Background: an optimization exercise with open tools, aiming at small area, a short achievable clock period and few clock cycles per item. Do not read the settings as production practice. The RTL was checked by simulation tests, not by an equivalence proof against the original design. Power and IR drop assume default switching activity.

==> module pe_injection_port, before the edit <==
module pe_injection_port #(
    parameter int phit_size               = noc_pkg::PHIT_SIZE,
    parameter int flit_size               = 1,
    parameter int addr_length             = 8,
    parameter int addr_place_in_header    = 0,
    parameter int no_vc                   = 8,
    parameter int floorplusone_log2_no_vc = noc_pkg::VC_IDX_W,
    parameter int buf_depth               = 4
) (
    input  logic                               clk,
    input  logic                               full_reset,
    input  logic [phit_size-1:0]               in_data,
    input  logic                               in_sent_req,
    input  logic                               in_new,
    input  logic [floorplusone_log2_no_vc-1:0] in_vc_no,
    output logic                               out_ready,
    output logic [phit_size-1:0]               out_data,
    output logic                               out_sent_req,
    output logic                               out_new,
    output logic                               out_tail,
    output logic [floorplusone_log2_no_vc-1:0] out_vc_no,
    input  logic                               in_ready,
    output logic [addr_length-1:0]             out_dest_addr,
    output logic                               protocol_error,
    output logic [31:0]                        no_packet_inject_report,
    output logic [31:0]                        stall_cycles_report
);
    localparam int LFW = noc_pkg::LENGTH_FIELD_WIDTH;
    localparam int VW  = floorplusone_log2_no_vc;
    localparam int SW  = $clog2(no_vc);
    localparam int EW  = phit_size + 1;
    logic [no_vc-1:0] full, empty, push, pop, rsel;
    logic [4*EW-1:0]  ents [no_vc];
    logic [4*no_vc-1:0] rs;
    logic [no_vc-1:0] body, lenx, rz;
    logic [LFW-1:0]   rem [no_vc];
    logic [no_vc-1:0] dec, acc;
    logic             sel_body, sel_lenx, sel_rz;
    logic [LFW-1:0]   sel_rem, rem_nxt;
    logic             ok, last, rz_nxt;
    inj_vc_dec #(
        .VW (VW),
        .N  (no_vc)
    ) u_dec (
        .vc  (in_vc_no),
        .dec (dec)
    );
    assign acc = dec & ~full;
    always_comb begin
        sel_body = 1'b0;
        sel_lenx = 1'b0;
        sel_rz   = 1'b0;
        sel_rem  = '0;
        for (int v = 0; v < no_vc; v++) begin
            sel_body = sel_body | (dec[v] & body[v]);
            sel_lenx = sel_lenx | (dec[v] & lenx[v]);
            sel_rz   = sel_rz   | (dec[v] & rz[v]);
            sel_rem  = sel_rem  | (rem[v] & {LFW{dec[v]}});
        end
    end
    inj_ready #(
        .VW (VW),
        .N  (no_vc)
    ) u_ready (
        .vc    (in_vc_no),
        .nfull (~full),
        .ready (out_ready)
    );
    assign ok        = in_new ^ sel_body;
    assign last      = ~in_new & (sel_lenx ? (in_data[LFW-1:0] < LFW'(3))
                                           : sel_rz);
    logic [LFW-1:0] rem_dec;
    inj_decr #(
        .W (LFW)
    ) u_decr (
        .a (sel_rem),
        .y (rem_dec)
    );
    assign rem_nxt   = sel_lenx ? in_data[LFW-1:0] : rem_dec;
    assign rz_nxt    = sel_lenx ? (in_data[LFW-1:0] == LFW'(3))
                                : (sel_rem == LFW'(4));
    for (genvar v = 0; v < no_vc; v++) begin : g_vc
        assign push[v] = in_sent_req & acc[v] & (in_new ^ body[v]);
        always_ff @(posedge clk) begin
            if (full_reset) begin
                body[v] <= 1'b0;
                lenx[v] <= 1'b0;
            end else if (push[v]) begin
                body[v] <= in_new | ~last;
                lenx[v] <= in_new;
            end
        end
        always_ff @(posedge clk) begin
            if (push[v] & ~in_new) begin
                rem[v] <= rem_nxt;
                rz[v]  <= rz_nxt;
            end
        end
        inj_vc_fifo #(
            .W     (EW),
            .DEPTH (buf_depth)
        ) u_fifo (
            .clk   (clk),
            .rst   (full_reset),
            .push  (push[v]),
            .din   ({last, in_data}),
            .pop   (pop[v]),
            .rsel  (rsel[v]),
            .ents  (ents[v]),
            .rs    (rs[4*v +: 4]),
            .full  (full[v]),
            .empty (empty[v])
        );
    end
    logic                   o_valid, o_new, o_tail, lock;
    logic [phit_size-1:0]   o_data;
    logic [SW-1:0]          o_vc;
    logic [addr_length-1:0] o_dest;
    logic                   adv, found, avail;
    logic [no_vc-1:0]       win, cur;
    logic [SW-1:0]          sel;
    logic [EW-1:0]          s_head;
    always_comb begin
        found = 1'b0;
        win   = '0;
        for (int v = 0; v < no_vc; v++) begin
            if (!found && !empty[v] && (SW'(v) > o_vc)) begin
                found  = 1'b1;
                win[v] = 1'b1;
            end
        end
        for (int v = 0; v < no_vc; v++) begin
            if (!found && !empty[v] && (SW'(v) <= o_vc)) begin
                found  = 1'b1;
                win[v] = 1'b1;
            end
        end
    end
    always_comb begin
        sel = o_vc;
        for (int v = 0; v < no_vc; v++)
            if (win[v]) sel = SW'(v);
    end
    for (genvar v = 0; v < no_vc; v++) begin : g_cur
        assign cur[v] = (o_vc == SW'(v));
    end
    assign rsel  = lock ? cur : win;
    assign avail = lock ? ~|(cur & empty) : found;
    assign adv   = ~o_valid | in_ready;
    assign pop   = rsel & {no_vc{adv & avail}};
    logic [4*no_vc*EW-1:0] all_ents;
    for (genvar v = 0; v < no_vc; v++) begin : g_ents
        assign all_ents[4*EW*v +: 4*EW] = ents[v];
    end
    inj_sel #(
        .W (EW),
        .N (4 * no_vc)
    ) u_sel (
        .d (all_ents),
        .s (rs),
        .y (s_head)
    );
    always_ff @(posedge clk) begin
        if (full_reset) begin
            o_valid <= 1'b0;
            lock    <= 1'b0;
            o_vc    <= SW'(no_vc - 1);
        end else if (adv) begin
            o_valid <= avail;
            if (avail) begin
                o_vc <= lock ? o_vc : sel;
                lock <= ~lock | ~s_head[phit_size];
            end
        end
    end
    always_ff @(posedge clk) begin
        if (adv) begin
            o_data <= s_head[phit_size-1:0];
            o_tail <= s_head[phit_size];
            o_new  <= ~lock;
            if (!lock) o_dest <= s_head[addr_place_in_header +: addr_length];
        end
    end
    assign out_sent_req  = o_valid;
    assign out_data      = o_data;
    assign out_new       = o_new;
    assign out_tail      = o_tail;
    assign out_vc_no     = VW'(o_vc);
    assign out_dest_addr = o_dest;
    always_ff @(posedge clk) begin
        if (full_reset) protocol_error <= 1'b0;
        else if (in_sent_req & out_ready & ~ok) protocol_error <= 1'b1;
    end
    logic [31:0] pkt_cnt, stall_cnt;
    always_ff @(posedge clk) begin
        if (full_reset) begin
            pkt_cnt   <= '0;
            stall_cnt <= '0;
        end else begin
            if (o_valid & in_ready & o_tail) pkt_cnt   <= pkt_cnt + 32'd1;
            if (in_sent_req & ~out_ready)    stall_cnt <= stall_cnt + 32'd1;
        end
    end
    assign no_packet_inject_report = pkt_cnt;
    assign stall_cycles_report     = stall_cnt;
endmodule
==> module inj_sel, before the edit <==
module inj_sel #(
    parameter int W = 17,
    parameter int N = 32
) (
    input  logic [N*W-1:0] d,
    input  logic [N-1:0]   s,
    output logic [W-1:0]   y
);
    always_comb begin
        y = '0;
        for (int i = 0; i < N; i++) y = y | (d[i*W +: W] & {W{s[i]}});
    end
endmodule
clock: 7.0 ns
lec_check: 0
cap_margin: 20
core_margin: 2
core_utilization: 60
cts_cluster_diameter: 100
cts_cluster_size: 25
setup_slack_margin: 3.55
slew_margin: 20
synth_hierarchical: 1
standard.sh (not shown) runs the stock make flow with config.mk's settings and CLKGATE_MAP_FILE= SYNTH_SCRIPT=/design/flow/synth_recipe.tcl, a recipe that flattens the netlist after the stock synthesis.
==> flow/flow/run.sh <==
#!/bin/bash
# The standard layout (standard.sh, unchanged synthesis and steps), with one
# change: the port buffers that global placement inserts are plain
# sky130_fd_sc_hd__buf_1 cells instead of the delay buffers buffer_ports
# picks by default; timing repair still resizes them where needed.
# All of ORFS's output goes to standard.log here, and its per-step logs stay
# under orfs/logs/.
set -euo pipefail
export BUFFER_PORTS_ARGS="-buffer_cell sky130_fd_sc_hd__buf_1"
bash standard.sh > standard.log 2>&1
Testbench counts at the start, summed over its fixed seeds: cycles 10,595, packets 2,400.
Rerun with:
--- a/flow/design.v
+++ b/flow/design.v
@@ -136,8 +136,17 @@
         .vc    (in_vc_no),
         .nfull (~full),
         .ready (out_ready)
     );
+    logic ready_int;
+    inj_ready #(
+        .VW (VW),
+        .N  (no_vc)
+    ) u_ready_int (
+        .vc    (in_vc_no),
+        .nfull (~full),
+        .ready (ready_int)
+    );
     assign ok        = in_new ^ sel_body;
     assign last      = ~in_new & (sel_lenx ? (in_data[LFW-1:0] < LFW'(3))
                                            : sel_rz);
     logic [LFW-1:0] rem_dec;
@@ -259,18 +268,18 @@
     assign out_vc_no     = VW'(o_vc);
     assign out_dest_addr = o_dest;
     always_ff @(posedge clk) begin
         if (full_reset) protocol_error <= 1'b0;
-        else if (in_sent_req & out_ready & ~ok) protocol_error <= 1'b1;
+        else if (in_sent_req & ready_int & ~ok) protocol_error <= 1'b1;
     end
     logic [31:0] pkt_cnt, stall_cnt;
     always_ff @(posedge clk) begin
         if (full_reset) begin
             pkt_cnt   <= '0;
             stall_cnt <= '0;
         end else begin
             if (o_valid & in_ready & o_tail) pkt_cnt   <= pkt_cnt + 32'd1;
-            if (in_sent_req & ~out_ready)    stall_cnt <= stall_cnt + 32'd1;
+            if (in_sent_req & ~ready_int)    stall_cnt <= stall_cnt + 32'd1;
         end
     end
     assign no_packet_inject_report = pkt_cnt;
     assign stall_cycles_report     = stall_cnt;
@@ -349,8 +358,48 @@
 ) (
     input  logic [N*W-1:0] d,
     input  logic [N-1:0]   s,
     output logic [W-1:0]   y
+);
+    localparam int G = N / 4;
+    logic [W-1:0] yg [4];
+    logic [W-1:0] n01, n23;
+    for (genvar g = 0; g < 4; g++) begin : g_grp
+        inj_sel_grp #(
+            .W (W),
+            .N (G)
+        ) u_grp (
+            .d (d[g*G*W +: G*W]),
+            .s (s[g*G +: G]),
+            .y (yg[g])
+        );
+    end
+    for (genvar b = 0; b < W; b++) begin : g_bit
+        inj_nor2 u_n01 (
+            .a (yg[0][b]),
+            .b (yg[1][b]),
+            .y (n01[b])
+        );
+        inj_nor2 u_n23 (
+            .a (yg[2][b]),
+            .b (yg[3][b]),
+            .y (n23[b])
+        );
+        inj_nand #(
+            .N (2)
+        ) u_y (
+            .a ({n01[b], n23[b]}),
+            .y (y[b])
+        );
+    end
+endmodule
+module inj_sel_grp #(
+    parameter int W = 17,
+    parameter int N = 8
+) (
+    input  logic [N*W-1:0] d,
+    input  logic [N-1:0]   s,
+    output logic [W-1:0]   y
 );
     always_comb begin
         y = '0;
         for (int i = 0; i < N; i++) y = y | (d[i*W +: W] & {W{s[i]}});
Effect: Maximum frequency rises slightly; sequential power rises slightly; sequential share of layout area rises by 0.11 points; clock skew falls by 0.012 ns; final area stays flat; clock power falls by a few percent; die area rises slightly.
Testbench counts after the change, summed over its fixed seeds: cycles 10,595, packets 2,400.

-- what the ideal ports hide --
The results above use ideal ports. As a check the final layouts listed here were re-extracted and re-timed, cells and wires unchanged. Step 1 (the two cells are an assumption about what drives the block):
set clk [get_ports {clk}]
set_driving_cell -lib_cell sky130_fd_sc_hd__clkbuf_16 $clk
set_driving_cell -lib_cell sky130_fd_sc_hd__buf_2 [delete_from_list [all_inputs] $clk]
Step 2 adds t to the input delays and takes it off the output delays; t is the mean of the earliest and latest rising clock arrival at the registers after step 1. Input paths then give back, and output paths get back, about the clock's delay inside the block. a / b / c = ideal / step 1 / step 2; a / b = the first two.
| run | shift t [ns] | setup WS [ns] | worst hold slack (ns) | worst setup path after step 2 | worst slew at a driven data input, ns |
|---|---|---|---|---|---|
| the first run | 0.656 | 3.474 / 3.383 / 2.879 | 0.481 / 0.481 / 0.481 | input to register | 0.15 |
| the second run | 0.645 | 3.514 / 3.333 / 2.920 | 0.483 / 0.483 / 0.483 | input to register | 0.20 |
After both steps setup and hold are still met in every run listed. For the first run, which loses most, drivers alone change the setup slack by -0.091 ns; drivers and shift together by -0.595 ns.
